What follows belongs to an exercise in optimizing a design on an open flow for small area, a short achievable clock period and few clock cycles per item; a production flow would make more cautious choices. Where RTL was checked, it was by simulation tests only, not by an equivalence proof against the original. Function not checked in run 3: the RTL went through the layout flow alone. No activity file was given, so power comes from the tool's default toggle rates.

==> flow/design.v <==
`default_nettype none
package smd_pkg;
   localparam int R  = 1;
   localparam int SW = 32 * R;
   localparam int NS = 16 / R;
   localparam int SB = 4 * R;           
   localparam int STEPS = 80 / R;
   localparam logic [159:0] CHAIN_IV = {
      32'h67452301, 32'hefcdab89, 32'h98badcfe, 32'h10325476, 32'hc3d2e1f0
   };
   localparam logic [127:0] ROUND_K = {
      32'h5a827999, 32'h6ed9eba1, 32'h8f1bbcdc, 32'hca62c1d6
   };
endpackage
`default_nettype wire
`default_nettype none
module smd_front (
   input  wire logic    clock,
   input  wire logic    reset,
   input  wire logic    req_valid,
   output logic         req_ready,
   input  wire logic [7:0] req_data_byte,
   input  wire logic    req_is_last,
   input  wire logic    req_no_byte,
   input  wire logic    push_ok,         
   input  wire logic    push_ok_nx,      
   output logic         push,
   output logic [smd_pkg::SW-1:0] push_data,
   output logic         push_final
);
   localparam int LW = $clog2(smd_pkg::SB);
   localparam int PW = $clog2(smd_pkg::NS);
   localparam int LENPOS = smd_pkg::NS - 64 / smd_pkg::SW;
   typedef enum logic [1:0] {
      F_TAKE,
      F_PAD,       
      F_ZERO,      
      F_LEN        
   } fstate_type;
   fstate_type       state_ff, state_in;
   logic [60-LW:0]   hi_ff, hi_in;
   logic [LW-1:0]    lane_ff, lane_in;
   logic             bump_ff, bump_in;
   logic [PW-1:0]    ppos_ff, ppos_in;     
   logic [smd_pkg::SB-1:0][7:0] acc_ff;
   logic             full_ff, full_in;     
   logic             rdy_ff, rdy_in;
   logic             accept, take_byte;
   logic [LW-1:0]    lane;
   logic [smd_pkg::SW-1:0] pad_slot;
   logic [63:0]      len_bits;
   assign req_ready = rdy_ff;
   assign accept    = req_valid && rdy_ff;
   assign take_byte = accept && !req_no_byte;
   assign lane      = lane_ff;
   assign len_bits  = {hi_ff, lane_ff, 3'b000};
   always_comb begin
      for (int i = 0; i < smd_pkg::SB; i++) begin
         if (i < lane)       pad_slot[8*(smd_pkg::SB-1-i) +: 8] = acc_ff[smd_pkg::SB-1-i];
         else if (i == lane) pad_slot[8*(smd_pkg::SB-1-i) +: 8] = 8'h80;
         else                pad_slot[8*(smd_pkg::SB-1-i) +: 8] = 8'h00;
      end
   end
   always_comb begin
      state_in   = state_ff;
      hi_in      = bump_ff ? hi_ff + (61-LW)'(1) : hi_ff;
      lane_in    = lane_ff;
      bump_in    = 1'b0;
      ppos_in    = ppos_ff;
      full_in    = full_ff;
      push       = 1'b0;
      push_final = 1'b0;
      push_data  = acc_ff;
      unique case (state_ff)
         F_TAKE: begin
            if (full_ff) begin
               push = 1'b1;
               if (push_ok) begin
                  full_in = 1'b0;
                  ppos_in = ppos_ff + PW'(1);
               end
            end
            if (take_byte) begin
               lane_in = lane_ff + LW'(1);
               if (lane == LW'(smd_pkg::SB - 1)) begin
                  full_in = 1'b1;
                  bump_in = 1'b1;
               end
            end
            if (accept && req_is_last) state_in = F_PAD;
         end
         F_PAD: begin
            push = 1'b1;
            if (full_ff) begin
               if (push_ok) begin
                  full_in = 1'b0;
                  ppos_in = ppos_ff + PW'(1);
               end
            end else begin
               push_data = pad_slot;
               if (push_ok) begin
                  ppos_in  = ppos_ff + PW'(1);
                  state_in = (ppos_in == PW'(LENPOS)) ? F_LEN : F_ZERO;
               end
            end
         end
         F_ZERO: begin
            push_data = '0;
            push = 1'b1;
            if (push_ok) begin
               ppos_in = ppos_ff + PW'(1);
               if (ppos_in == PW'(LENPOS)) state_in = F_LEN;
            end
         end
         F_LEN: begin
            push = 1'b1;
            if (smd_pkg::SW == 64) begin
               push_data  = len_bits[smd_pkg::SW-1:0];
               push_final = 1'b1;
            end else if (ppos_ff == PW'(LENPOS)) begin
               push_data  = len_bits[63:32];
            end else begin
               push_data  = len_bits[31:0];
               push_final = 1'b1;
            end
            if (push_ok) begin
               ppos_in = ppos_ff + PW'(1);
               if (push_final) begin
                  state_in = F_TAKE;
                  hi_in    = '0;
                  lane_in  = '0;
               end
            end
         end
         default: state_in = F_TAKE;
      endcase
   end
   always_comb begin
      rdy_in = 1'b0;
      if (state_in == F_TAKE) begin
         rdy_in = !full_in || push_ok_nx;
      end
   end
   always_ff @(posedge clock) begin
      if (take_byte) acc_ff[smd_pkg::SB-1-lane] <= req_data_byte;
   end
   always_ff @(posedge clock) begin
      if (reset) begin
         state_ff <= F_TAKE;
         hi_ff    <= '0;
         lane_ff  <= '0;
         bump_ff  <= 1'b0;
         ppos_ff  <= '0;
         full_ff  <= 1'b0;
         rdy_ff   <= 1'b1;
      end else begin
         state_ff <= state_in;
         hi_ff    <= hi_in;
         lane_ff  <= lane_in;
         bump_ff  <= bump_in;
         ppos_ff  <= ppos_in;
         full_ff  <= full_in;
         rdy_ff   <= rdy_in;
      end
   end
endmodule
`default_nettype wire
`default_nettype none
module smd_queue (
   input  wire logic    clock,
   input  wire logic    reset,
   input  wire logic    push,
   input  wire logic [smd_pkg::SW-1:0] push_data,
   input  wire logic    push_final,
   output logic         push_ok,
   output logic         push_ok_nx,
   input  wire logic    xfer,         
   input  wire logic    xlast,        
   input  wire logic    xbusy_in,     
   input  wire logic    xlast_nx,     
   output logic         b_full,
   output logic         b_last,       
   output logic [smd_pkg::SW-1:0] head
);
   localparam int CW = $clog2(smd_pkg::NS + 1);
   logic [smd_pkg::NS-1:0][smd_pkg::SW-1:0] buf_ff;
   logic [CW-1:0] bcnt_ff, bcnt_in;
   logic          last_ff, last_in;
   logic          taken;
   assign b_full  = (bcnt_ff == CW'(smd_pkg::NS));
   assign push_ok = (!xfer && !b_full) || xlast;
   assign taken   = push && push_ok;
   assign head    = buf_ff[0];
   assign b_last  = last_ff;
   always_comb begin
      bcnt_in = bcnt_ff;
      last_in = last_ff;
      if (xfer) begin
         bcnt_in = '0;
         if (xlast) last_in = 1'b0;
      end
      if (taken) begin
         bcnt_in = bcnt_in + CW'(1);
         if (push_final) last_in = 1'b1;
      end
   end
   assign push_ok_nx = xbusy_in ? xlast_nx : (bcnt_in != CW'(smd_pkg::NS));
   always_ff @(posedge clock) begin
      if (taken || xfer) begin
         for (int i = 0; i < smd_pkg::NS - 1; i++) buf_ff[i] <= buf_ff[i+1];
         buf_ff[smd_pkg::NS-1] <= push_data;
      end
   end
   always_ff @(posedge clock) begin
      if (reset) begin
         bcnt_ff <= '0;
         last_ff <= 1'b0;
      end else begin
         bcnt_ff <= bcnt_in;
         last_ff <= last_in;
      end
   end
endmodule
`default_nettype wire
`default_nettype none
module smd_back (
   input  wire logic clock,
   input  wire logic reset,
   input  wire logic b_full,
   input  wire logic b_last,
   input  wire logic [31:0] head,
   output logic      xfer,
   output logic      xlast,
   output logic      xbusy_in,
   output logic      xlast_nx,
   output logic      rsp_valid,
   input  wire logic rsp_ready,
   output logic [31:0] rsp_digest_word0,
   output logic [31:0] rsp_digest_word1,
   output logic [31:0] rsp_digest_word2,
   output logic [31:0] rsp_digest_word3,
   output logic [31:0] rsp_digest_word4
);
   localparam int XSTART = 65;
   function automatic logic [31:0] rotl(input logic [31:0] x, input int n);
      rotl = (x << n) | (x >> (32 - n));
   endfunction
   function automatic logic [31:0] fsel(input logic [2:0] sel, input logic [31:0] b,
                                        input logic [31:0] c, input logic [31:0] d);
      logic [31:0] r;
      r = '0;
      if (sel[0]) r = r | ((b & c) | (~b & d));
      if (sel[1]) r = r | (b ^ c ^ d);
      if (sel[2]) r = r | ((b & c) | (b & d) | (c & d));
      fsel = r;
   endfunction
   logic [15:0][31:0] w_ff;                 
   logic [31:0]      w_new;
   logic [4:0][31:0] work_ff, work_in;      
   logic [4:0][31:0] chain_ff;
   logic [4:0][31:0] hx;
   logic [31:0]      f_ff, f_in;            
   logic [31:0]      p_ff, p_in;            
   logic [2:0]       fs_ff, fs_in;          
   logic             run_ff, run_in;
   logic [6:0]       rnd_ff, rnd_in;
   logic             addp_ff, addp_in;      
   logic             first_ff, first_in;    
   logic             blast_ff, blast_in;    
   logic             xbusy_ff;
   logic [3:0]       xcnt_ff, xcnt_in;
   logic             rv_ff, rv_in;
   logic             at79_ff, late_ff;      
   logic             civ_ff, civ_in;        
   logic             m_step, m_iv, m_add;   
   logic             ms_ff, mi_ff, ma_ff;
   logic             ivld;                  
   logic [31:0]      kw_ff, kw_in;          
   logic [31:0]      kk_ff, kk_in;
   logic             hold79, r79, add_now, wready, xgo;
   logic [31:0]      t1, s0;
   logic [4:1][31:0] s14;
   logic [6:0]       nrnd;
   logic [31:0] a, b, c, d, e;
   assign a = work_ff[0];
   assign b = work_ff[1];
   assign c = work_ff[2];
   assign d = work_ff[3];
   assign e = work_ff[4];
   assign hold79  = first_ff && !civ_ff;
   assign r79     = at79_ff && !hold79;
   assign add_now = addp_ff;
   assign wready  = (!run_ff && !addp_ff) ||
                    (late_ff && !hold79);
   assign xgo      = !xbusy_ff && b_full && wready;
   assign xfer     = xgo || xbusy_ff;
   assign xlast    = xfer && (xcnt_ff == 4'd15);
   assign xbusy_in = xfer && !xlast;
   assign xcnt_in  = xbusy_in ? xcnt_ff + 4'd1 : '0;
   assign xlast_nx = xbusy_in && (xcnt_in == 4'd15);
   always_comb begin
      run_in   = run_ff;
      rnd_in   = rnd_ff;
      addp_in  = 1'b0;
      first_in = first_ff;
      blast_in = blast_ff;
      rv_in    = rv_ff && !rsp_ready;
      if (run_ff && !at79_ff) begin
         rnd_in = rnd_ff + 7'd1;
      end
      if (r79) begin
         run_in  = 1'b0;
         addp_in = 1'b1;
      end
      if (add_now) begin
         first_in = blast_ff;
         if (blast_ff) rv_in = 1'b1;
      end
      if (xlast) begin
         run_in   = 1'b1;
         rnd_in   = '0;
         blast_in = b_last;
      end
   end
   assign nrnd = run_in ? rnd_in + 7'd1 : 7'd0;
   always_comb begin
      if (!run_in || rnd_in >= 7'd78 || rnd_in < 7'd18) kk_in = smd_pkg::ROUND_K[32*3 +: 32];
      else if (rnd_in < 7'd38) kk_in = smd_pkg::ROUND_K[32*2 +: 32];
      else if (rnd_in < 7'd58) kk_in = smd_pkg::ROUND_K[32*1 +: 32];
      else kk_in = smd_pkg::ROUND_K[32*0 +: 32];
   end
   assign kw_in = kk_ff + w_ff[2];
   always_comb begin
      if (nrnd < 7'd20) begin
         fs_in = 3'b001;
      end else if (nrnd < 7'd40) begin
         fs_in = 3'b010;
      end else if (nrnd < 7'd60) begin
         fs_in = 3'b100;
      end else begin
         fs_in = 3'b010;
      end
   end
   assign t1    = rotl(a, 5) + f_ff + p_ff;
   assign w_new = rotl(w_ff[13] ^ w_ff[8] ^ w_ff[2] ^ w_ff[0], 1);
   assign ivld   = first_ff && !rv_ff && !civ_ff && !addp_ff;
   assign civ_in = (civ_ff || ivld) && !r79;
   assign hx     = chain_ff;
   assign s14[1] = hx[1] + a;
   assign s14[2] = hx[2] + rotl(b, 30);
   assign s14[3] = hx[3] + c;
   assign s14[4] = hx[4] + d;
   assign s0     = hx[0] + a;
   assign m_step = run_in && !(run_in && rnd_in == 7'd79 && first_in && !civ_in);
   assign m_iv   = !run_in && (addp_in ? blast_in : first_in);
   assign m_add  = !run_in && addp_in && !blast_in;
   always_comb begin
      if (ms_ff) begin
         work_in[0] = t1;
         work_in[1] = a;
         work_in[2] = rotl(b, 30);
         work_in[3] = c;
         work_in[4] = d;
      end else if (mi_ff) begin
         for (int i = 0; i < 5; i++) work_in[i] = smd_pkg::CHAIN_IV[32*(4-i) +: 32];
      end else if (ma_ff) begin
         work_in[0] = s0;
         for (int i = 1; i < 5; i++) work_in[i] = chain_ff[i];
      end else begin
         work_in = work_ff;
      end
   end
   always_comb begin
      if (at79_ff) begin
         f_in = f_ff;
         p_in = p_ff;
      end else begin
         f_in = fsel(fs_ff, work_in[1], work_in[2], work_in[3]);
         p_in = work_in[4] + kw_ff;
      end
   end
   assign rsp_valid        = rv_ff;
   assign rsp_digest_word0 = chain_ff[0];
   assign rsp_digest_word1 = chain_ff[1];
   assign rsp_digest_word2 = chain_ff[2];
   assign rsp_digest_word3 = chain_ff[3];
   assign rsp_digest_word4 = chain_ff[4];
   always_ff @(posedge clock) begin
      for (int i = 0; i < 15; i++) w_ff[i] <= w_ff[i+1];
      w_ff[15] <= xfer ? head : w_new;
      work_ff <= work_in;
      f_ff    <= f_in;
      p_ff    <= p_in;
      fs_ff   <= fs_in;
      kw_ff   <= kw_in;
      kk_ff   <= kk_in;
      if (r79) begin
         for (int i = 1; i < 5; i++) chain_ff[i] <= s14[i];
      end else if (ivld) begin
         for (int i = 1; i < 5; i++) chain_ff[i] <= smd_pkg::CHAIN_IV[32*(4-i) +: 32];
      end
      if (add_now) chain_ff[0] <= s0;
      else if (ivld) chain_ff[0] <= smd_pkg::CHAIN_IV[32*4 +: 32];
   end
   always_ff @(posedge clock) begin
      if (reset) begin
         run_ff   <= 1'b0;
         rnd_ff   <= '0;
         at79_ff  <= 1'b0;
         late_ff  <= 1'b0;
         ms_ff    <= 1'b0;
         mi_ff    <= 1'b1;
         ma_ff    <= 1'b0;
         addp_ff  <= 1'b0;
         first_ff <= 1'b1;
         civ_ff   <= 1'b0;
         blast_ff <= 1'b0;
         xbusy_ff <= 1'b0;
         xcnt_ff  <= '0;
         rv_ff    <= 1'b0;
      end else begin
         run_ff   <= run_in;
         rnd_ff   <= rnd_in;
         at79_ff  <= run_in && (rnd_in == 7'd79);
         ms_ff    <= m_step;
         mi_ff    <= m_iv;
         ma_ff    <= m_add;
         late_ff  <= run_in && (rnd_in >= 7'(XSTART));
         addp_ff  <= addp_in;
         first_ff <= first_in;
         civ_ff   <= civ_in;
         blast_ff <= blast_in;
         xbusy_ff <= xbusy_in;
         xcnt_ff  <= xcnt_in;
         rv_ff    <= rv_in;
      end
   end
endmodule
`default_nettype wire
`default_nettype none
module sha1_message_digest_unit (
   input  wire logic        clock,
   input  wire logic        reset,
   input  wire logic        req_valid,
   output logic             req_ready,
   input  wire logic [7:0]  req_data_byte,
   input  wire logic        req_is_last,
   input  wire logic        req_no_byte,
   output logic             rsp_valid,
   input  wire logic        rsp_ready,
   output logic [31:0]      rsp_digest_word0,
   output logic [31:0]      rsp_digest_word1,
   output logic [31:0]      rsp_digest_word2,
   output logic [31:0]      rsp_digest_word3,
   output logic [31:0]      rsp_digest_word4
);
   logic                   push, push_final, push_ok, push_ok_nx;
   logic [smd_pkg::SW-1:0] push_data, head;
   logic                   xfer, xlast, xbusy_in, xlast_nx, b_full, b_last;
   smd_front u_front (
      .clock         (clock),
      .reset         (reset),
      .req_valid     (req_valid),
      .req_ready     (req_ready),
      .req_data_byte (req_data_byte),
      .req_is_last   (req_is_last),
      .req_no_byte   (req_no_byte),
      .push_ok       (push_ok),
      .push_ok_nx    (push_ok_nx),
      .push          (push),
      .push_data     (push_data),
      .push_final    (push_final)
   );
   smd_queue u_queue (
      .clock      (clock),
      .reset      (reset),
      .push       (push),
      .push_data  (push_data),
      .push_final (push_final),
      .push_ok    (push_ok),
      .push_ok_nx (push_ok_nx),
      .xfer       (xfer),
      .xlast      (xlast),
      .xbusy_in   (xbusy_in),
      .xlast_nx   (xlast_nx),
      .b_full     (b_full),
      .b_last     (b_last),
      .head       (head)
   );
   smd_back u_back (
      .clock            (clock),
      .reset            (reset),
      .b_full           (b_full),
      .b_last           (b_last),
      .head             (head),
      .xfer             (xfer),
      .xlast            (xlast),
      .xbusy_in         (xbusy_in),
      .xlast_nx         (xlast_nx),
      .rsp_valid        (rsp_valid),
      .rsp_ready        (rsp_ready),
      .rsp_digest_word0 (rsp_digest_word0),
      .rsp_digest_word1 (rsp_digest_word1),
      .rsp_digest_word2 (rsp_digest_word2),
      .rsp_digest_word3 (rsp_digest_word3),
      .rsp_digest_word4 (rsp_digest_word4)
   );
endmodule
`default_nettype wire
==> flow/run.sh <==
#!/bin/bash
# synth_recipe.tcl (not shown) runs the flow's synth.tcl, then flattens the netlist and writes it again
# the make line also repeats each setting of config.mk as NAME=value (left out here)
make -C /OpenROAD-flow-scripts/flow DESIGN_CONFIG=/design/flow/config.mk WORK_HOME=/design/flow/orfs CLKGATE_MAP_FILE= SYNTH_SCRIPT=/design/flow/synth_recipe.tcl finish
==> flow/config.mk <==
export PLATFORM = sky130hd
export DESIGN_NAME = sha1_message_digest_unit
export DESIGN_NICKNAME = sha1_message_digest_unit
export VERILOG_FILES = /design/flow/design.v
export SDC_FILE = /design/flow/constraint.sdc
export NUM_CORES = 4
export LEC_CHECK = 0
export CAP_MARGIN = 20
export CORE_MARGIN = 2
export CORE_UTILIZATION = 40
export PLACE_DENSITY = 0.6
export SETUP_SLACK_MARGIN = 4.5
export SLEW_MARGIN = 20
==> flow/constraint.sdc <==
create_clock -name core_clock -period 7.5 [get_ports {clock}]
set_input_delay 1.5000 -clock core_clock [delete_from_list [all_inputs] [get_ports {clock}]]
set_output_delay 1.5000 -clock core_clock [all_outputs]
set_load 0.01 [all_outputs]
==> report_table.html, run 1 <==
<table>
<tr><th>Metric</th><th>Value</th></tr>
<tr><th colspan="2">Outcome</th></tr>
<tr><td>Outcome</td><td>finished clean</td></tr>
<tr><th colspan="2">Final layout</th></tr>
<tr><td>Area added between synthesis and finish</td><td>26.7%</td></tr>
<tr><td>Total of fill cells in the finished design</td><td>13200</td></tr>
<tr><td>Share of cells above drive strength 1</td><td>0.236</td></tr>
<tr><td>Fraction of the core area covered by cells at the end of the flow</td><td>0.510</td></tr>
<tr><td>Layout net count</td><td>6029</td></tr>
<tr><th colspan="2">Route</th></tr>
<tr><td>Number of nets with antenna violations after routing</td><td>0</td></tr>
<tr><td>Total via count in the routed design</td><td>42500</td></tr>
<tr><td>Per-cell routed wire length</td><td>22.0 µm</td></tr>
<tr><td>Final routed DRC violation total</td><td>0</td></tr>
<tr><td>Avg Vias per Cell</td><td>5.39</td></tr>
<tr><td>Met1 wire length</td><td>81000 µm</td></tr>
<tr><td>Routed length on met2</td><td>71000 µm</td></tr>
<tr><td>Met3 Routed Length</td><td>16700 µm</td></tr>
<tr><td>Detailed Route Iter0 Violations</td><td>4285</td></tr>
<tr><td>DRT Wirelength</td><td>174000 µm</td></tr>
<tr><td>Top metal layer carrying routed signals</td><td>met5</td></tr>
<tr><td>Pre-antenna DRT Iters</td><td>6</td></tr>
<tr><th colspan="2">Timing</th></tr>
<tr><td>Smallest setup slack after layout</td><td>3870 ps</td></tr>
<tr><td>Max Clock Freq</td><td>275 MHz</td></tr>
<tr><td>Max-Slew Margin vs Limit</td><td>0.341</td></tr>
<tr><td>Endpoints failing hold</td><td>0</td></tr>
<tr><td>Final number of setup-violating endpoints</td><td>0</td></tr>
<tr><td>Final critical-path share of the clock period</td><td>0.485</td></tr>
<tr><td>Max-slew violation count</td><td>0</td></tr>
<tr><td>Clock Skews</td><td>59.7 ps</td></tr>
<tr><td>Transition at the pin with the smallest max-transition slack</td><td>989 ps</td></tr>
<tr><td>Unrepaired setup endpoints after global routing</td><td>true</td></tr>
<tr><td>Sum of negative setup slack</td><td>0 ps</td></tr>
<tr><td>Post-layout min period</td><td>3630 ps</td></tr>
<tr><th colspan="2">Placement</th></tr>
<tr><td>Final GP Congestion</td><td>0.918</td></tr>
<tr><td>Half-perimeter wire length after placement</td><td>115000 µm</td></tr>
<tr><td>I/O Buffers</td><td>175</td></tr>
<tr><td>Post-Place Setup Slack</td><td>2880 ps</td></tr>
<tr><th colspan="2">Critical path</th></tr>
<tr><td>Critical Path Max Stage Delay</td><td>580 ps</td></tr>
<tr><td>Worst-path fanout max</td><td>2</td></tr>
<tr><td>Crit-path slowest cell</td><td>sky130_fd_sc_hd__fa_1</td></tr>
<tr><td>Arrival @ worst endpoint</td><td>4110 ps</td></tr>
<tr><td>Ordered list of cells on the worst path</td><td>fa_1 &gt; ha_4 &gt; o211ai_1 &gt; o211ai_1 &gt; a31o_2 &gt; a2111o_1 &gt; o221a_2 &gt; a41o_1 &gt; buf_6 &gt; o21a_1 &gt; o211ai_1 &gt; a32oi_1</td></tr>
<tr><td>Critical setup path kind</td><td>reg2reg</td></tr>
<tr><td>Startpoint types</td><td>flip-flop</td></tr>
<tr><td>Worst path most repeated cell</td><td>sky130_fd_sc_hd__o211ai_1</td></tr>
<tr><td>Worst Setup End Kind</td><td>flip-flop</td></tr>
<tr><td>Worst EP required</td><td>7970 ps</td></tr>
<tr><th colspan="2">Global route</th></tr>
<tr><td>Global-route usage over all layers</td><td>0.208</td></tr>
<tr><td>Pin count of the biggest net entering global routing</td><td>180</td></tr>
<tr><td>Final global-route overflow total</td><td>0</td></tr>
<tr><td>Number of global-route vias before repair</td><td>39600</td></tr>
<tr><td>Wire length of the first global-routing pass</td><td>252000 µm</td></tr>
<tr><td>Initial antenna violation count</td><td>10</td></tr>
<tr><th colspan="2">Synthesis</th></tr>
<tr><td>Biggest area contributors in the synthesized netlist</td><td>sky130_fd_sc_hd__edfxtp_1 (38%), sky130_fd_sc_hd__dfxtp_1 (25%), sky130_fd_sc_hd__ha_1 (5.2%)</td></tr>
<tr><td>Synth Warn #</td><td>3</td></tr>
<tr><td>Fraction of the yosys area taken by sequential cells</td><td>0.633</td></tr>
<tr><td>Cell area after technology mapping</td><td>62900 µm²</td></tr>
<tr><td>Syn Nets</td><td>5329</td></tr>
<tr><td>Share of synthesized flip-flops with an asynchronous set or reset</td><td>0</td></tr>
<tr><td>Number of library cell types mapped by synthesis</td><td>86</td></tr>
<tr><td>Flop and latch count out of synthesis</td><td>1587</td></tr>
<tr><td>Mean instance size in the synthesized netlist</td><td>12.6 µm²</td></tr>
<tr><td>Most used flip-flop cell after synthesis</td><td>sky130_fd_sc_hd__edfxtp_1</td></tr>
<tr><td>Syn Inst Count</td><td>4985</td></tr>
<tr><td>Library cell with the largest summed area after synthesis</td><td>sky130_fd_sc_hd__edfxtp_1</td></tr>
<tr><td>Synth top area share</td><td>0.382</td></tr>
<tr><td>Number of enable-type register cells in the synthesized netlist</td><td>800</td></tr>
<tr><th colspan="2">Floorplanning</th></tr>
<tr><td>Vert. Die Dim</td><td>400 µm</td></tr>
<tr><td>Overall die area</td><td>160000 µm²</td></tr>
<tr><td>Core Area</td><td>156000 µm²</td></tr>
<tr><td>Io pins</td><td>176</td></tr>
<tr><td>Number of standard-cell rows in the floorplan</td><td>145</td></tr>
<tr><td>Die outline width</td><td>400 µm</td></tr>
<tr><td>Initial core utilization</td><td>0.403</td></tr>
<tr><th colspan="2">Pwr</th></tr>
<tr><td>Ratio of total power to cell area</td><td>366 nW/µm²</td></tr>
<tr><td>Largest voltage drop on the vdd net</td><td>0.000252 V</td></tr>
<tr><td>Leakage power</td><td>29.7 nW</td></tr>
<tr><th colspan="2">Clock tree</th></tr>
<tr><td>Number of CTS-inserted buffers</td><td>165</td></tr>
<tr><td>Maximum number of buffers from clock root to sink</td><td>3</td></tr>
<tr><td>CTS HTree Levels</td><td>4</td></tr>
<tr><td>TritonCTS clock tree</td><td>done</td></tr>
<tr><td># hold bufs at CTS</td><td>0</td></tr>
<tr><td>Clock edge transition at the registers on the reported setup and hold paths</td><td>70 ps</td></tr>
<tr><td>CTS sink count</td><td>1587</td></tr>
<tr><td>Clk Latency, worst-skew pair</td><td>790 ps</td></tr>
<tr><td>Cell at the root of the clock tree</td><td>sky130_fd_sc_hd__clkbuf_16</td></tr>
<tr><th colspan="2">Worst hold path</th></tr>
<tr><td>Path class of the lowest-slack min-delay path</td><td>reg2reg</td></tr>
<tr><th colspan="2">Run</th></tr>
<tr><td>Max-cap viol count</td><td>0</td></tr>
</table>
[area by class of cell]
type,instances,area [µm²],share of cell area
Antenna cell,1,2.50,0.0000314
Clock buffer,225,4700,0.0591
Clock inverter,86,1170,0.0147
Inverter,194,744,0.00935
Multi-Input combinational cell,3073,24900,0.312
Sequential cell,1587,39800,0.500
Tap cell,2058,2570,0.0323
Timing Repair Buffer,663,5780,0.0725
Timing Repair inverter,1,8.76,0.000110
[sequential cells by signal (all words and copies together), names as in the netlist, 7 cells and up]
| signal | cells |
|---|---|
| u_queue.buf_ff | 512 |
| u_back.w_ff | 512 |
| u_back.work_ff | 160 |
| u_back.kk_ff | 13 |
| u_back.kw_ff | 32 |
| u_front.acc_ff | 32 |
| u_back.rnd_ff | 7 |
| u_front.hi_ff | 59 |
| u_back.p_ff | 32 |
| u_back.f_ff | 32 |
| u_back.chain_ff | 160 |
[Yosys cell counts, types with 29 or more instances]
cell and n:
sky130_fd_sc_hd__xor2_1 102, sky130_fd_sc_hd__inv_1 193, sky130_fd_sc_hd__clkbuf_1 102, sky130_fd_sc_hd__fa_1 71, sky130_fd_sc_hd__nand2_1 390, sky130_fd_sc_hd__edfxtp_1 800, sky130_fd_sc_hd__and2_1 33, sky130_fd_sc_hd__nand2b_1 48
sky130_fd_sc_hd__and3_1 35, sky130_fd_sc_hd__xnor2_1 233, sky130_fd_sc_hd__a21oi_1 233, sky130_fd_sc_hd__o21bai_1 29, sky130_fd_sc_hd__nor2_1 302, sky130_fd_sc_hd__dfxtp_1 787, sky130_fd_sc_hd__mux2i_1 125, sky130_fd_sc_hd__o211ai_1 34
sky130_fd_sc_hd__nor2b_1 37, sky130_fd_sc_hd__a22oi_1 39, sky130_fd_sc_hd__a2bb2oi_1 57, sky130_fd_sc_hd__a21o_1 95, sky130_fd_sc_hd__mux2_2 35, sky130_fd_sc_hd__nand4_1 43, sky130_fd_sc_hd__a211oi_1 38, sky130_fd_sc_hd__o21ai_0 291
sky130_fd_sc_hd__o21a_1 40, sky130_fd_sc_hd__ha_1 259, sky130_fd_sc_hd__nand3_1 88, sky130_fd_sc_hd__nor3_1 68
[stage by stage]
step / hold WS [ps] / cells / total power [mW] / cell area, µm²
2_1_floorplan: 310 / 4985 / 17.5 / 63200
3_3_place_gp: 310 / 7125 / 19.2 / 67200
3_5_place_dp: 312 / 7125 / 19.3 / 67200
4_1_cts: 304 / 7796 / 28.9 / 77700
5_1_grt: 309 / 7887 / 30.5 / 79700
6_report: 303 / 7888 / 29.1 / 79700
[layout by cell type (no fill, tap or decap), drive strengths merged, types with 19 or more instances in the layout]
master and instances:
o31ai 26, edfxtp 800, o21a 40, bufinv 19
nand3 88, o21ai 291, and2 34, or3 28
o21bai 29, nand2 392, ha 259, a222oi 24
mux2i 125, clkbuf 228, o22ai 26, inv 201
a21o 95, nor2b 37, mux2 35, o211ai 34
clkinv 53, a211oi 38, and3 35, xor2 102
a21boi 22, dfxtp 787, xnor2 233, fa 71
nor2 303, a2bb2oi 57, nor3 71, clkdlybuf4s15 37
a22oi 39, a21oi 234, buf 602, nand2b 48
nand4 43, a31oi 27
[worst max-delay path, delay by kind of cell (launching register included)]
family	cells	cell delay, ps
adders and majority gates	2	790
buffers and inverters	1	130
DFF	1	510
AOI/OAI and AO/OA	9	1900
[what timing repair did]
action | CTS | global route
cloned | 9 | 3
resized for setup | 1027 | 286
hold endpoints to repair | 0 | 0
setup buffers | 351 | 88
endpoints found under the setup margin | 766 | 620
pin swaps | 166 | 156
[per-layer routing]
layer / GRT usage / vias up
met5: 0 / -
met4: 0.0625 / 2
met3: 0.0482 / 303
met2: 0.286 / 1668
met1: 0.320 / 20900
li1: - / 19600
[cell families (layout without fill, tap and decap cells)]
kind of cell / count (synthesis) / count (layout) / share of synthesized area
other: 0 / 1 / 0
adders and majority gates: 331 / 331 / 0.0743
and+or+nand+nor: 1139 / 1141 / 0.0848
AOI/OAI and AO/OA: 1106 / 1106 / 0.116
buffers and inverters: 327 / 1169 / 0.0196
xor gates and xnor gates: 335 / 335 / 0.0467
muxes: 160 / 160 / 0.0262
DFF: 1587 / 1587 / 0.633
[worst paths after layout]
| path | slack, ps | cells after the start | start | endpoint |
|---|---|---|---|---|
| setup / recovery | 3870 | 12 | u_back.f_ff[15]$_DFFE_PN_ | u_back.work_ff[29]$_DFFE_PP_ |
| hold / removal | 300 | 0 | u_back.w_ff[337]$_DFF_P_ | u_back.w_ff[305]$_DFF_P_ |
| setup reg to reg | 3870 | 12 | u_back.f_ff[15]$_DFFE_PN_ | u_back.work_ff[29]$_DFFE_PP_ |
| hold reg to reg | 300 | 0 | u_back.w_ff[337]$_DFF_P_ | u_back.w_ff[305]$_DFF_P_ |
[where the power goes]
| part | switching, mW | internal, mW | leakage, nW |
|---|---|---|---|
| clock network | 3.50 | 5.12 | 2.85 |
| registers | 1.12 | 13.0 | 14.0 |
| logic | 3.77 | 2.65 | 12.8 |
| total | 8.39 | 20.8 | 29.7 |
Testbench counts, summed over its fixed seeds: cycles 59,823, bytes 35,318.
==> inputs of run 2 (changes only) <==
--- a/flow/config.mk
+++ b/flow/config.mk
@@ -10,4 +10,4 @@
 export CORE_UTILIZATION = 40
 export PLACE_DENSITY = 0.6
-export SETUP_SLACK_MARGIN = 4.5
+export SETUP_SLACK_MARGIN = 5
 export SLEW_MARGIN = 20
==> run 2 against run 1 <==
Via count is 3.6% higher. Largest cell class unchanged. Largest power group unchanged. Sequential cell count stayed put. Core utilization is 3.1 points higher. Still clean. Highest routed layer unchanged. Hold slack worse by 1.9 ps.
==> report_table.html, run 2 <==
<table>
<tr><th>Metric</th><th>Value</th></tr>
<tr><th colspan="2">Outcome</th></tr>
<tr><td>Outcome</td><td>finished clean</td></tr>
<tr><th colspan="2">Synthesis</th></tr>
<tr><td>Syn Inst Count</td><td>4985</td></tr>
<tr><td>Most used flip-flop cell after synthesis</td><td>sky130_fd_sc_hd__edfxtp_1</td></tr>
<tr><td>Flop and latch count out of synthesis</td><td>1587</td></tr>
<tr><td>Cell area after technology mapping</td><td>62900 µm²</td></tr>
<tr><td>Leading cell type by number of instances after synthesis</td><td>sky130_fd_sc_hd__edfxtp_1</td></tr>
<tr><td>Library cell with the largest summed area after synthesis</td><td>sky130_fd_sc_hd__edfxtp_1</td></tr>
<tr><td>Syn Nets</td><td>5329</td></tr>
<tr><td>Biggest area contributors in the synthesized netlist</td><td>sky130_fd_sc_hd__edfxtp_1 (38%), sky130_fd_sc_hd__dfxtp_1 (25%), sky130_fd_sc_hd__ha_1 (5.2%)</td></tr>
<tr><td>Synth top area share</td><td>0.382</td></tr>
<tr><td>Fraction of the yosys area taken by sequential cells</td><td>0.633</td></tr>
<tr><td>Number of library cell types mapped by synthesis</td><td>86</td></tr>
<tr><td>Top cells by count, synth</td><td>sky130_fd_sc_hd__edfxtp_1 (800), sky130_fd_sc_hd__dfxtp_1 (787), sky130_fd_sc_hd__nand2_1 (390)</td></tr>
<tr><td>Number of enable-type register cells in the synthesized netlist</td><td>800</td></tr>
<tr><td>Synth Warn #</td><td>3</td></tr>
<tr><td>Share of synthesized flip-flops with an asynchronous set or reset</td><td>0</td></tr>
<tr><td>Mean instance size in the synthesized netlist</td><td>12.6 µm²</td></tr>
<tr><th colspan="2">Route</th></tr>
<tr><td>Final routed DRC violation total</td><td>0</td></tr>
<tr><td>Avg Vias per Cell</td><td>5.43</td></tr>
<tr><td>Total via count in the routed design</td><td>44100</td></tr>
<tr><td>Number of nets with antenna violations after routing</td><td>0</td></tr>
<tr><td>Detailed Route Iter0 Violations</td><td>4418</td></tr>
<tr><td>DRT Wirelength</td><td>185000 µm</td></tr>
<tr><td>Pre-antenna DRT Iters</td><td>6</td></tr>
<tr><td>Per-cell routed wire length</td><td>22.8 µm</td></tr>
<tr><th colspan="2">Global route</th></tr>
<tr><td>Busiest metal layer after global routing</td><td>met1</td></tr>
<tr><td>Met3 Resource Use GR</td><td>0.0606</td></tr>
<tr><td>Number of global-route vias before repair</td><td>41300</td></tr>
<tr><td>Final global-route overflow total</td><td>0</td></tr>
<tr><td>Grt met1 use</td><td>0.327</td></tr>
<tr><td>Met2 Usage GRT</td><td>0.309</td></tr>
<tr><td>Wire length of the first global-routing pass</td><td>265000 µm</td></tr>
<tr><td>Initial antenna violation count</td><td>10</td></tr>
<tr><td>Global-route usage over all layers</td><td>0.220</td></tr>
<tr><td>Pin count of the biggest net entering global routing</td><td>90</td></tr>
<tr><th colspan="2">Timing</th></tr>
<tr><td>Worst hold slack</td><td>301 ps</td></tr>
<tr><td>Unrepaired setup endpoints after global routing</td><td>true</td></tr>
<tr><td>Transition at the pin with the smallest max-transition slack</td><td>898 ps</td></tr>
<tr><td>Sum of negative setup slack</td><td>0 ps</td></tr>
<tr><td>Max-slew violation count</td><td>0</td></tr>
<tr><td>Final number of setup-violating endpoints</td><td>0</td></tr>
<tr><td>Endpoints failing hold</td><td>0</td></tr>
<tr><td>Final critical-path share of the clock period</td><td>0.492</td></tr>
<tr><td>Max-Slew Margin vs Limit</td><td>0.386</td></tr>
<tr><td>Smallest setup slack after layout</td><td>3810 ps</td></tr>
<tr><td>Post-layout min period</td><td>3690 ps</td></tr>
<tr><td>Max Clock Freq</td><td>271 MHz</td></tr>
<tr><td>Clock Skews</td><td>59.8 ps</td></tr>
<tr><th colspan="2">Critical path</th></tr>
<tr><td>Worst-path fanout max</td><td>2</td></tr>
<tr><td>Crit-path slowest cell</td><td>sky130_fd_sc_hd__fa_1</td></tr>
<tr><td>Arrival @ worst endpoint</td><td>4180 ps</td></tr>
<tr><td>Critical Path Max Stage Delay</td><td>600 ps</td></tr>
<tr><td>Worst path most repeated cell</td><td>sky130_fd_sc_hd__o211ai_1</td></tr>
<tr><td>Critical path buffers and inverters</td><td>1</td></tr>
<tr><td>Ordered list of cells on the worst path</td><td>fa_1 &gt; ha_4 &gt; a211oi_2 &gt; o211ai_1 &gt; a31o_2 &gt; a2111o_1 &gt; o221a_2 &gt; a41o_1 &gt; buf_4 &gt; o21a_1 &gt; o211ai_1 &gt; a32oi_1</td></tr>
<tr><td>Worst EP required</td><td>7980 ps</td></tr>
<tr><td>Cell count of the worst reg-to-reg path</td><td>12</td></tr>
<tr><td>Startpoint types</td><td>flip-flop</td></tr>
<tr><td>Critical setup path kind</td><td>reg2reg</td></tr>
<tr><td>Register-to-register path setup slack</td><td>3810 ps</td></tr>
<tr><td>Worst Setup End Kind</td><td>flip-flop</td></tr>
<tr><td>Start of the worst register-to-register path</td><td>u_back.work_ff[9]$_DFFE_PP_</td></tr>
<tr><td>Critical R2R Capture</td><td>u_back.work_ff[29]$_DFFE_PP_</td></tr>
<tr><td>Kind of cell adding the most delay to the critical path</td><td>compound AO/OA/AOI/OAI gates</td></tr>
<tr><th colspan="2">Floorplanning</th></tr>
<tr><td>Number of standard-cell rows in the floorplan</td><td>145</td></tr>
<tr><td>Io pins</td><td>176</td></tr>
<tr><td>Initial core utilization</td><td>0.403</td></tr>
<tr><td>Vert. Die Dim</td><td>400 µm</td></tr>
<tr><td>Die outline width</td><td>400 µm</td></tr>
<tr><td>Overall die area</td><td>160000 µm²</td></tr>
<tr><td>Core Area</td><td>156000 µm²</td></tr>
<tr><th colspan="2">Clock tree</th></tr>
<tr><td>Clock edge transition at the registers on the reported setup and hold paths</td><td>70 ps</td></tr>
<tr><td>Maximum number of buffers from clock root to sink</td><td>3</td></tr>
<tr><td>CTS sink count</td><td>1587</td></tr>
<tr><td>TritonCTS clock tree</td><td>done</td></tr>
<tr><td>Clk Latency, worst-skew pair</td><td>800 ps</td></tr>
<tr><td>Number of CTS-inserted buffers</td><td>165</td></tr>
<tr><td># hold bufs at CTS</td><td>0</td></tr>
<tr><td>Cell at the root of the clock tree</td><td>sky130_fd_sc_hd__clkbuf_16</td></tr>
<tr><td>CTS HTree Levels</td><td>4</td></tr>
<tr><th colspan="2">Worst hold path</th></tr>
<tr><td>Startpoint of the most critical hold path</td><td>u_back.w_ff[337]$_DFF_P_</td></tr>
<tr><td>Path class of the lowest-slack min-delay path</td><td>reg2reg</td></tr>
<tr><td>Worst Hold Path EP</td><td>u_back.w_ff[305]$_DFF_P_</td></tr>
<tr><td>Depth of the worst hold-timing path</td><td>0</td></tr>
<tr><th colspan="2">Placement</th></tr>
<tr><td>Number of placed cells counting well taps</td><td>7125</td></tr>
<tr><td>Post-Place Setup Slack</td><td>2880 ps</td></tr>
<tr><td>I/O Buffers</td><td>175</td></tr>
<tr><td>Placed cell areas</td><td>67200 µm²</td></tr>
<tr><td>Half-perimeter wire length after placement</td><td>115000 µm</td></tr>
<tr><td>Final GP Congestion</td><td>0.918</td></tr>
<tr><th colspan="2">Final layout</th></tr>
<tr><td>Fraction of the core area covered by cells at the end of the flow</td><td>0.541</td></tr>
<tr><td>Total of fill cells in the finished design</td><td>12600</td></tr>
<tr><td>Layout net count</td><td>6253</td></tr>
<tr><td>Share of cells above drive strength 1</td><td>0.317</td></tr>
<tr><td>Leading cell type in the layout, fill and taps excluded</td><td>sky130_fd_sc_hd__edfxtp_1</td></tr>
<tr><td>Final Instance Count excl. Fillers</td><td>8112</td></tr>
<tr><td>Area added between synthesis and finish</td><td>34.4%</td></tr>
<tr><td>Largest registers ranked by flip-flop count</td><td>u_back.w_ff (512), u_queue.buf_ff (512)</td></tr>
<tr><td>Most used cells in the layout excluding fill and tap cells</td><td>sky130_fd_sc_hd__edfxtp_1 (800), sky130_fd_sc_hd__dfxtp_1 (748), sky130_fd_sc_hd__buf_4 (470), sky130_fd_sc_hd__nand2_1 (367), sky130_fd_sc_hd__nor2_1 (272)</td></tr>
<tr><td>Final Instance Area</td><td>84500 µm²</td></tr>
<tr><th colspan="2">Pwr</th></tr>
<tr><td>Ratio of total power to cell area</td><td>352 nW/µm²</td></tr>
<tr><td>Largest voltage drop on the vdd net</td><td>0.000263 V</td></tr>
<tr><td>Leakage power</td><td>31.6 nW</td></tr>
<tr><td>Design Power</td><td>29.7 mW</td></tr>
<tr><th colspan="2">Run</th></tr>
<tr><td>Max-cap viol count</td><td>0</td></tr>
</table>
## run 2: cell types whose count changed in the layout (fill, tap and decap cells not counted), moves of 26 or more
cell                              before  now
sky130_fd_sc_hd__buf_6               109  252
sky130_fd_sc_hd__buf_4               383  470
sky130_fd_sc_hd__o21ai_0             214  178
sky130_fd_sc_hd__a21oi_1             173  138
sky130_fd_sc_hd__clkdlybuf4s15_1      30    0
sky130_fd_sc_hd__ha_4                 47   74
sky130_fd_sc_hd__o21ai_2              31   57
## run 2: metal layers
layer,routed length [µm],up-vias
met2,77000,1806
li1,-,20100
met1,83100,21800
met4,5770,8
met5,55,-
met3,19200,350
## run 2: where the power goes
group / switching, mW / total, mW / internal (mW) / leakage, nW
Clock: 3.52 / 8.64 / 5.12 / 2.85
Combinational: 3.97 / 6.98 / 3.01 / 14.7
Sequential: 1.14 / 14.1 / 13.0 / 14.1
## run 2: kinds of logic (layout without fill, tap and decap cells)
| kind of cell | after synthesis | count (layout) | synth area share |
|---|---|---|---|
| fa+ha+maj | 331 | 331 | 0.0743 |
| xor+xnor | 335 | 335 | 0.0467 |
| mux | 160 | 160 | 0.0262 |
| buf+inv | 327 | 1388 | 0.0196 |
| flops | 1587 | 1587 | 0.633 |
| other cells | 0 | 1 | 0 |
| compound gates | 1106 | 1107 | 0.116 |
| simple gates | 1139 | 1145 | 0.0848 |
## run 2: repair_timing
item,CTS,global route
setup buffers,474,173
pin swaps,368,320
setup endpoints to repair,971,485
gates resized for setup,1576,456
gates cloned,26,2
## run 2: how the worst max path moves through the flow
stage,to,startpoint,cells after the start
floorplan,u_back.p_ff[29]$_DFFE_PN_,u_back.ma_ff$_SDFF_PP0_,17
global placement,u_back.p_ff[29]$_DFFE_PN_,u_back.mi_ff$_SDFF_PP1_,14
detailed placement,u_back.p_ff[29]$_DFFE_PN_,u_back.mi_ff$_SDFF_PP1_,14
CTS,u_back.work_ff[31]$_DFFE_PP_,u_back.work_ff[28]$_DFFE_PP_,13
global route,u_back.work_ff[29]$_DFFE_PP_,u_back.work_ff[9]$_DFFE_PP_,12
finish,u_back.work_ff[29]$_DFFE_PP_,u_back.work_ff[9]$_DFFE_PP_,12
## run 2: layout make-up
class | count | area (µm²) | area share
sequential | 1587 | 39900 | 0.471
clock buffer | 225 | 4700 | 0.0557
multi-input combinational | 3078 | 27200 | 0.322
tap | 2058 | 2570 | 0.0305
timing repair buffer | 882 | 8290 | 0.0980
clock inverter | 86 | 1170 | 0.0139
inverter | 194 | 744 | 0.00881
timing repair inverter | 1 | 8.76 | 0.000104
antenna | 1 | 2.50 | 0.0000296
==> inputs of run 3 (changes only) <==
--- a/flow/design.v
+++ b/flow/design.v
@@ -39,7 +39,5 @@
    } fstate_type;
    fstate_type       state_ff, state_in;
-   logic [60-LW:0]   hi_ff, hi_in;
-   logic [LW-1:0]    lane_ff, lane_in;
-   logic             bump_ff, bump_in;
+   logic [60:0]      cnt_ff, cnt_in;       
    logic [PW-1:0]    ppos_ff, ppos_in;     
    logic [smd_pkg::SB-1:0][7:0] acc_ff;
@@ -53,6 +51,6 @@
    assign accept    = req_valid && rdy_ff;
    assign take_byte = accept && !req_no_byte;
-   assign lane      = lane_ff;
-   assign len_bits  = {hi_ff, lane_ff, 3'b000};
+   assign lane      = cnt_ff[LW-1:0];
+   assign len_bits  = {cnt_ff, 3'b000};
    always_comb begin
       for (int i = 0; i < smd_pkg::SB; i++) begin
@@ -64,7 +62,5 @@
    always_comb begin
       state_in   = state_ff;
-      hi_in      = bump_ff ? hi_ff + (61-LW)'(1) : hi_ff;
-      lane_in    = lane_ff;
-      bump_in    = 1'b0;
+      cnt_in     = cnt_ff;
       ppos_in    = ppos_ff;
       full_in    = full_ff;
@@ -82,9 +78,6 @@
             end
             if (take_byte) begin
-               lane_in = lane_ff + LW'(1);
-               if (lane == LW'(smd_pkg::SB - 1)) begin
-                  full_in = 1'b1;
-                  bump_in = 1'b1;
-               end
+               cnt_in = cnt_ff + 61'd1;
+               if (lane == LW'(smd_pkg::SB - 1)) full_in = 1'b1;
             end
             if (accept && req_is_last) state_in = F_PAD;
@@ -128,6 +121,5 @@
                if (push_final) begin
                   state_in = F_TAKE;
-                  hi_in    = '0;
-                  lane_in  = '0;
+                  cnt_in   = '0;
                end
             end
@@ -148,7 +140,5 @@
       if (reset) begin
          state_ff <= F_TAKE;
-         hi_ff    <= '0;
-         lane_ff  <= '0;
-         bump_ff  <= 1'b0;
+         cnt_ff   <= '0;
          ppos_ff  <= '0;
          full_ff  <= 1'b0;
@@ -156,7 +146,5 @@
       end else begin
          state_ff <= state_in;
-         hi_ff    <= hi_in;
-         lane_ff  <= lane_in;
-         bump_ff  <= bump_in;
+         cnt_ff   <= cnt_in;
          ppos_ff  <= ppos_in;
          full_ff  <= full_in;
@@ -263,4 +251,5 @@
    logic [31:0]      p_ff, p_in;            
    logic [2:0]       fs_ff, fs_in;          
+   logic [31:0]      k_ff, k_in;            
    logic             run_ff, run_in;
    logic [6:0]       rnd_ff, rnd_in;
@@ -272,11 +261,5 @@
    logic             rv_ff, rv_in;
    logic             at79_ff, late_ff;      
-   logic             civ_ff, civ_in;        
-   logic             m_step, m_iv, m_add;   
-   logic             ms_ff, mi_ff, ma_ff;
-   logic             ivld;                  
-   logic [31:0]      kw_ff, kw_in;          
-   logic [31:0]      kk_ff, kk_in;
-   logic             hold79, r79, add_now, wready, xgo;
+   logic             hold79, r79, add_now, wready, xgo, iv_now;
    logic [31:0]      t1, s0;
    logic [4:1][31:0] s14;
@@ -288,5 +271,5 @@
    assign d = work_ff[3];
    assign e = work_ff[4];
-   assign hold79  = first_ff && !civ_ff;
+   assign hold79  = first_ff && rv_ff;
    assign r79     = at79_ff && !hold79;
    assign add_now = addp_ff;
@@ -325,26 +308,25 @@
    assign nrnd = run_in ? rnd_in + 7'd1 : 7'd0;
    always_comb begin
-      if (!run_in || rnd_in >= 7'd78 || rnd_in < 7'd18) kk_in = smd_pkg::ROUND_K[32*3 +: 32];
-      else if (rnd_in < 7'd38) kk_in = smd_pkg::ROUND_K[32*2 +: 32];
-      else if (rnd_in < 7'd58) kk_in = smd_pkg::ROUND_K[32*1 +: 32];
-      else kk_in = smd_pkg::ROUND_K[32*0 +: 32];
-   end
-   assign kw_in = kk_ff + w_ff[2];
-   always_comb begin
       if (nrnd < 7'd20) begin
          fs_in = 3'b001;
+         k_in  = smd_pkg::ROUND_K[32*3 +: 32];
       end else if (nrnd < 7'd40) begin
          fs_in = 3'b010;
+         k_in  = smd_pkg::ROUND_K[32*2 +: 32];
       end else if (nrnd < 7'd60) begin
          fs_in = 3'b100;
+         k_in  = smd_pkg::ROUND_K[32*1 +: 32];
       end else begin
          fs_in = 3'b010;
+         k_in  = smd_pkg::ROUND_K[32*0 +: 32];
       end
    end
    assign t1    = rotl(a, 5) + f_ff + p_ff;
    assign w_new = rotl(w_ff[13] ^ w_ff[8] ^ w_ff[2] ^ w_ff[0], 1);
-   assign ivld   = first_ff && !rv_ff && !civ_ff && !addp_ff;
-   assign civ_in = (civ_ff || ivld) && !r79;
-   assign hx     = chain_ff;
+   always_comb begin
+      for (int i = 0; i < 5; i++) begin
+         hx[i] = first_ff ? smd_pkg::CHAIN_IV[32*(4-i) +: 32] : chain_ff[i];
+      end
+   end
    assign s14[1] = hx[1] + a;
    assign s14[2] = hx[2] + rotl(b, 30);
@@ -352,9 +334,7 @@
    assign s14[4] = hx[4] + d;
    assign s0     = hx[0] + a;
-   assign m_step = run_in && !(run_in && rnd_in == 7'd79 && first_in && !civ_in);
-   assign m_iv   = !run_in && (addp_in ? blast_in : first_in);
-   assign m_add  = !run_in && addp_in && !blast_in;
+   assign iv_now = add_now ? blast_ff : (!run_ff && first_ff);
    always_comb begin
-      if (ms_ff) begin
+      if (run_ff) begin
          work_in[0] = t1;
          work_in[1] = a;
@@ -362,7 +342,8 @@
          work_in[3] = c;
          work_in[4] = d;
-      end else if (mi_ff) begin
+         if (at79_ff && hold79) work_in = work_ff;
+      end else if (iv_now) begin
          for (int i = 0; i < 5; i++) work_in[i] = smd_pkg::CHAIN_IV[32*(4-i) +: 32];
-      end else if (ma_ff) begin
+      end else if (add_now) begin
          work_in[0] = s0;
          for (int i = 1; i < 5; i++) work_in[i] = chain_ff[i];
@@ -377,5 +358,5 @@
       end else begin
          f_in = fsel(fs_ff, work_in[1], work_in[2], work_in[3]);
-         p_in = work_in[4] + kw_ff;
+         p_in = work_in[4] + k_ff + w_ff[1];
       end
    end
@@ -393,13 +374,9 @@
       p_ff    <= p_in;
       fs_ff   <= fs_in;
-      kw_ff   <= kw_in;
-      kk_ff   <= kk_in;
+      k_ff    <= k_in;
       if (r79) begin
          for (int i = 1; i < 5; i++) chain_ff[i] <= s14[i];
-      end else if (ivld) begin
-         for (int i = 1; i < 5; i++) chain_ff[i] <= smd_pkg::CHAIN_IV[32*(4-i) +: 32];
       end
       if (add_now) chain_ff[0] <= s0;
-      else if (ivld) chain_ff[0] <= smd_pkg::CHAIN_IV[32*4 +: 32];
    end
    always_ff @(posedge clock) begin
@@ -409,10 +386,6 @@
          at79_ff  <= 1'b0;
          late_ff  <= 1'b0;
-         ms_ff    <= 1'b0;
-         mi_ff    <= 1'b1;
-         ma_ff    <= 1'b0;
          addp_ff  <= 1'b0;
          first_ff <= 1'b1;
-         civ_ff   <= 1'b0;
          blast_ff <= 1'b0;
          xbusy_ff <= 1'b0;
@@ -423,11 +396,7 @@
          rnd_ff   <= rnd_in;
          at79_ff  <= run_in && (rnd_in == 7'd79);
-         ms_ff    <= m_step;
-         mi_ff    <= m_iv;
-         ma_ff    <= m_add;
          late_ff  <= run_in && (rnd_in >= 7'(XSTART));
          addp_ff  <= addp_in;
          first_ff <= first_in;
-         civ_ff   <= civ_in;
          blast_ff <= blast_in;
          xbusy_ff <= xbusy_in;
--- a/flow/config.mk
+++ b/flow/config.mk
@@ -10,4 +10,4 @@
 export CORE_UTILIZATION = 40
 export PLACE_DENSITY = 0.6
-export SETUP_SLACK_MARGIN = 5
+export SETUP_SLACK_MARGIN = 2.0
 export SLEW_MARGIN = 20
==> run 3 against run 2 <==
Still clean on timing, DRC and antenna. Clock skew shrank 10 ps. Setup slack got worse by 1500 ps. Clock power is 6.6% lower. Non-clock buffer count down 666. Critical endpoint is now u_back.p_ff[30]$_DFFE_PN_. Highest routed layer is now met4.
==> report_table.html, run 3 <==
<table>
<tr><th>Metric</th><th>Value</th></tr>
<tr><th colspan="2">Placement</th></tr>
<tr><td>Final GP Congestion</td><td>0.927</td></tr>
<tr><td>Post-Place Setup Slack</td><td>1360 ps</td></tr>
<tr><td>Half-perimeter wire length after placement</td><td>110000 µm</td></tr>
<tr><td>I/O Buffers</td><td>175</td></tr>
<tr><th colspan="2">Synthesis</th></tr>
<tr><td>Syn Inst Count</td><td>4939</td></tr>
<tr><td>Biggest area contributors in the synthesized netlist</td><td>sky130_fd_sc_hd__edfxtp_1 (39%), sky130_fd_sc_hd__dfxtp_1 (24%), sky130_fd_sc_hd__ha_1 (4.7%)</td></tr>
<tr><td>Most used flip-flop cell after synthesis</td><td>sky130_fd_sc_hd__edfxtp_1</td></tr>
<tr><td>Number of enable-type register cells in the synthesized netlist</td><td>800</td></tr>
<tr><td>Multiplexer share of the synthesized area</td><td>0.0102</td></tr>
<tr><td>Synth top area share</td><td>0.390</td></tr>
<tr><td>Synth Area in XOR/XNOR</td><td>0.0462</td></tr>
<tr><td>Fraction of the yosys area taken by sequential cells</td><td>0.632</td></tr>
<tr><td>Syn Nets</td><td>5284</td></tr>
<tr><td>Share of synthesized flip-flops with an asynchronous set or reset</td><td>0</td></tr>
<tr><td>Flop and latch count out of synthesis</td><td>1547</td></tr>
<tr><td>Leading cell type by number of instances after synthesis</td><td>sky130_fd_sc_hd__edfxtp_1</td></tr>
<tr><td>Number of library cell types mapped by synthesis</td><td>96</td></tr>
<tr><td>Library cell with the largest summed area after synthesis</td><td>sky130_fd_sc_hd__edfxtp_1</td></tr>
<tr><td>Fraction of the mapped netlist area in simple logic gates</td><td>0.0929</td></tr>
<tr><td>Main combinational cell family by area after synthesis</td><td>compound AO/OA/AOI/OAI gates</td></tr>
<tr><td>Fraction of the mapped netlist area in compound gates</td><td>0.114</td></tr>
<tr><td>Mean instance size in the synthesized netlist</td><td>12.5 µm²</td></tr>
<tr><td>Synth Warn #</td><td>3</td></tr>
<tr><td>Top cells by count, synth</td><td>sky130_fd_sc_hd__edfxtp_1 (800), sky130_fd_sc_hd__dfxtp_1 (747), sky130_fd_sc_hd__nor2_1 (328)</td></tr>
<tr><td>Adder-Cell Fraction of Synth Area</td><td>0.0791</td></tr>
<tr><td>Cell area after technology mapping</td><td>61700 µm²</td></tr>
<tr><th colspan="2">Critical path</th></tr>
<tr><td>Critical Path Max Stage Delay</td><td>550 ps</td></tr>
<tr><td>Kind of cell adding the most delay to the critical path</td><td>compound AO/OA/AOI/OAI gates</td></tr>
<tr><td>Start of the worst register-to-register path</td><td>u_back.addp_ff$_SDFF_PP0_</td></tr>
<tr><td>Critical path buffers and inverters</td><td>4</td></tr>
<tr><td>Critical setup path kind</td><td>reg2reg</td></tr>
<tr><td>Worst EP required</td><td>7990 ps</td></tr>
<tr><td>Ordered list of cells on the worst path</td><td>nand2_1 &gt; nand2_1 &gt; nor2_1 &gt; buf_4 &gt; nand2_4 &gt; buf_6 &gt; o22a_1 &gt; o21a_1 &gt; inv_1 &gt; fa_1 &gt; inv_1 &gt; ha_1 &gt; nand2_1 &gt; nor2_1 &gt; a221oi_1 &gt; a41oi_2 &gt; o41ai_2 &gt; o21ai_1 &gt; nor4_1 &gt; nor3_1 &gt; xor2_1</td></tr>
<tr><td>Startpoint types</td><td>flip-flop</td></tr>
<tr><td>Start point of the critical path</td><td>u_back.addp_ff$_SDFF_PP0_</td></tr>
<tr><td>Worst path most repeated cell</td><td>sky130_fd_sc_hd__nand2_1</td></tr>
<tr><td>Worst Setup End Kind</td><td>flip-flop</td></tr>
<tr><td>Arrival @ worst endpoint</td><td>5730 ps</td></tr>
<tr><td>Worst-path fanout max</td><td>28</td></tr>
<tr><td>Crit-path slowest cell</td><td>sky130_fd_sc_hd__dfxtp_4</td></tr>
<tr><th colspan="2">Run</th></tr>
<tr><td>Max-cap viol count</td><td>0</td></tr>
<tr><th colspan="2">Route</th></tr>
<tr><td>Final routed DRC violation total</td><td>0</td></tr>
<tr><td>Detailed Route Iter0 Violations</td><td>3011</td></tr>
<tr><td>Per-cell routed wire length</td><td>21.1 µm</td></tr>
<tr><td>DRT Wirelength</td><td>155000 µm</td></tr>
<tr><td>Total via count in the routed design</td><td>38600</td></tr>
<tr><td>Pre-antenna DRT Iters</td><td>8</td></tr>
<tr><td>Avg Vias per Cell</td><td>5.25</td></tr>
<tr><td>Number of nets with antenna violations after routing</td><td>0</td></tr>
<tr><th colspan="2">Clock tree</th></tr>
<tr><td>CTS HTree Levels</td><td>4</td></tr>
<tr><td>Number of CTS-inserted buffers</td><td>158</td></tr>
<tr><td>Clock edge transition at the registers on the reported setup and hold paths</td><td>60 ps</td></tr>
<tr><td>Maximum number of buffers from clock root to sink</td><td>3</td></tr>
<tr><td>CTS sink count</td><td>1547</td></tr>
<tr><td>Clk Latency, worst-skew pair</td><td>790 ps</td></tr>
<tr><td>TritonCTS clock tree</td><td>done</td></tr>
<tr><td>Cell at the root of the clock tree</td><td>sky130_fd_sc_hd__clkbuf_16</td></tr>
<tr><th colspan="2">Pwr</th></tr>
<tr><td>Switching share of power</td><td>0.265</td></tr>
<tr><td>Relative contribution of combinational cells to total power</td><td>0.160</td></tr>
<tr><td>Share of total power in the clock network</td><td>0.310</td></tr>
<tr><td>Design Power</td><td>26.0 mW</td></tr>
<tr><td>Leakage power</td><td>26.7 nW</td></tr>
<tr><td>Total net switching power</td><td>6.89 mW</td></tr>
<tr><td>Sequential power share</td><td>0.530</td></tr>
<tr><td>Design internal power</td><td>19.1 mW</td></tr>
<tr><td>Largest voltage drop on the vdd net</td><td>0.000256 V</td></tr>
<tr><td>Ratio of total power to cell area</td><td>364 nW/µm²</td></tr>
<tr><th colspan="2">Global route</th></tr>
<tr><td>Pin count of the biggest net entering global routing</td><td>200</td></tr>
<tr><td>Final global-route overflow total</td><td>0</td></tr>
<tr><td>Wire length of the first global-routing pass</td><td>231000 µm</td></tr>
<tr><td>Number of global-route vias before repair</td><td>36800</td></tr>
<tr><td>Global-route usage over all layers</td><td>0.194</td></tr>
<tr><td>Initial antenna violation count</td><td>10</td></tr>
<tr><th colspan="2">Final layout</th></tr>
<tr><td>Most used cells in the layout excluding fill and tap cells</td><td>sky130_fd_sc_hd__edfxtp_1 (800), sky130_fd_sc_hd__dfxtp_1 (743), sky130_fd_sc_hd__nor2_1 (327), sky130_fd_sc_hd__o21ai_0 (308), sky130_fd_sc_hd__nand2_1 (285)</td></tr>
<tr><td>Share of cells above drive strength 1</td><td>0.0872</td></tr>
<tr><td>Antenna diodes</td><td>0</td></tr>
<tr><td>Total of fill cells in the finished design</td><td>13800</td></tr>
<tr><td>Layout net count</td><td>5515</td></tr>
<tr><td>Leading cell type in the layout, fill and taps excluded</td><td>sky130_fd_sc_hd__edfxtp_1</td></tr>
<tr><td>Largest registers ranked by flip-flop count</td><td>u_back.w_ff (512), u_queue.buf_ff (512)</td></tr>
<tr><td>Area added between synthesis and finish</td><td>15.8%</td></tr>
<tr><th colspan="2">Timing</th></tr>
<tr><td>Final number of setup-violating endpoints</td><td>0</td></tr>
<tr><td>Smallest setup slack after layout</td><td>2260 ps</td></tr>
<tr><td>Endpoints failing hold</td><td>0</td></tr>
<tr><td>Max-Slew Margin vs Limit</td><td>0.280</td></tr>
<tr><td>Max Clock Freq</td><td>191 MHz</td></tr>
<tr><td>Sum of negative setup slack</td><td>0 ps</td></tr>
<tr><td>Post-layout min period</td><td>5240 ps</td></tr>
<tr><td>Transition at the pin with the smallest max-transition slack</td><td>1080 ps</td></tr>
<tr><td>Clock Skews</td><td>49.8 ps</td></tr>
<tr><td>Unrepaired setup endpoints after global routing</td><td>false</td></tr>
<tr><td>Max-slew violation count</td><td>0</td></tr>
<tr><td>Final critical-path share of the clock period</td><td>0.698</td></tr>
<tr><th colspan="2">Floorplanning</th></tr>
<tr><td>Overall die area</td><td>157000 µm²</td></tr>
<tr><td>Io pins</td><td>176</td></tr>
<tr><td>Initial core utilization</td><td>0.402</td></tr>
<tr><td>Core Area</td><td>154000 µm²</td></tr>
<tr><td>Vert. Die Dim</td><td>397 µm</td></tr>
<tr><td>Number of standard-cell rows in the floorplan</td><td>144</td></tr>
<tr><td>Die outline width</td><td>397 µm</td></tr>
<tr><th colspan="2">Worst hold path</th></tr>
<tr><td>Path class of the lowest-slack min-delay path</td><td>reg2reg</td></tr>
<tr><td>Startpoint of the most critical hold path</td><td>u_back.w_ff[250]$_DFF_P_</td></tr>
<tr><th colspan="2">Outcome</th></tr>
<tr><td>Outcome</td><td>finished clean</td></tr>
</table>
==> run 3: logic make-up (layout without fill, tap and decap cells) <==
family	count (synthesis)	in the layout
AND/OR/NAND/NOR	1172	1172
multiplexers	60	60
XOR/XNOR	325	325
adder cells (fa/ha/maj)	332	332
flip-flops	1547	1547
buffers and inverters	402	771
AO/OA/AOI/OAI	1101	1101
==> run 3: what timing repair did <==
item	4_1_cts	5_1_grt
hold buffers	0	0
resized for setup	4	9
endpoints found under the setup margin	13	5
buffers inserted	3	0
==> run 3: layer usage <==
metal | global-route usage | part of all wire | vias up
met5 | 0 | 0 | -
met4 | 0.0751 | 0.038 | 0
met3 | 0.0376 | 0.067 | 288
met2 | 0.299 | 0.45 | 1218
met1 | 0.270 | 0.45 | 18900
li1 | - | - | 18200
==> run 3: worst register-to-register path, stage by stage, from the launching register on <==
cell and delay (ps):
sky130_fd_sc_hd__dfxtp_4 550, sky130_fd_sc_hd__nand2_1 220, sky130_fd_sc_hd__nand2_1 140, sky130_fd_sc_hd__nor2_1 50
sky130_fd_sc_hd__buf_4 230, sky130_fd_sc_hd__nand2_4 360, sky130_fd_sc_hd__buf_6 330, sky130_fd_sc_hd__o22a_1 190
sky130_fd_sc_hd__o21a_1 130, sky130_fd_sc_hd__inv_1 60, sky130_fd_sc_hd__fa_1 530, sky130_fd_sc_hd__inv_1 40
sky130_fd_sc_hd__ha_1 360, sky130_fd_sc_hd__nand2_1 160, sky130_fd_sc_hd__nor2_1 60, sky130_fd_sc_hd__a221oi_1 380
sky130_fd_sc_hd__a41oi_2 250, sky130_fd_sc_hd__o41ai_2 370, sky130_fd_sc_hd__o21ai_1 160, sky130_fd_sc_hd__nor4_1 190
sky130_fd_sc_hd__nor3_1 90, sky130_fd_sc_hd__xor2_1 140
==> run 3: path summary, 6_finish.rpt <==
path	end	slack, ps	depth (start not counted)
max reg2reg	u_back.p_ff[30]$_DFFE_PN_	2260	21
max	u_back.p_ff[30]$_DFFE_PN_	2260	21
min	u_back.w_ff[218]$_DFF_P_	300	0
min reg2reg	u_back.w_ff[218]$_DFF_P_	300	0
==> run 3: cell type report <==
cell class	instances	area [µm²]	area share
Inverter	257	971	0.0136
Sequential cell	1547	39000	0.546
Multi-Input combinational cell	2990	21200	0.297
Timing Repair Buffer	216	2150	0.0301
Clock buffer	231	4600	0.0644
Clock inverter	67	896	0.0125
Tap cell	2044	2560	0.0358
==> run 3: power groups by stage <==
stage | sequential [mW] | combinational (mW) | clock [mW]
floorplan | 13.7 | 3.04 | 0
global placement | 13.9 | 4.09 | 0
detailed placement | 14.0 | 4.10 | 0
CTS | 13.9 | 4.14 | 8.27
global route | 14.1 | 4.62 | 8.60
finish | 13.8 | 4.16 | 8.07
==> run 3: metrics by stage <==
stage / cell area, µm² / hold WS (ps) / util / instances
CTS: 71400 / 297 / 0.465 / 7352
finish: 71400 / 299 / 0.465 / 7352
global route: 71400 / 312 / 0.465 / 7352
floorplan: 61700 / 310 / - / 4939
detailed placement: 65800 / 312 / 0.428 / 7051
global placement: 65800 / 310 / 0.428 / 7051

## what the ideal ports hide
The flow's constraints put no driver on any port. The routed layouts listed below were extracted and timed again, unchanged, in two steps.
Step 1, drivers: a clkbuf_16 drives clock and a buf_2 each remaining input, both assumed.
Step 2 times the ports against the registers' clock, not the clock port: input delays grow and output delays shrink by t, the midpoint of the rising clock arrivals with the driver on.
a / b / c = ideal ports / drivers / drivers and shift; a / b = the first two.
run	t, ns	setup WS [ns]	worst setup path after step 2	worst slew at a driven data input, ns
run 1	0.838	3.865 / 3.865 / 3.865	register to register	0.04
run 2	0.845	3.808 / 3.808 / 3.808	register to register	0.04
run 3	0.841	2.262 / 2.262 / 2.262	register to register	0.13
After both steps every run listed still meets setup and hold.
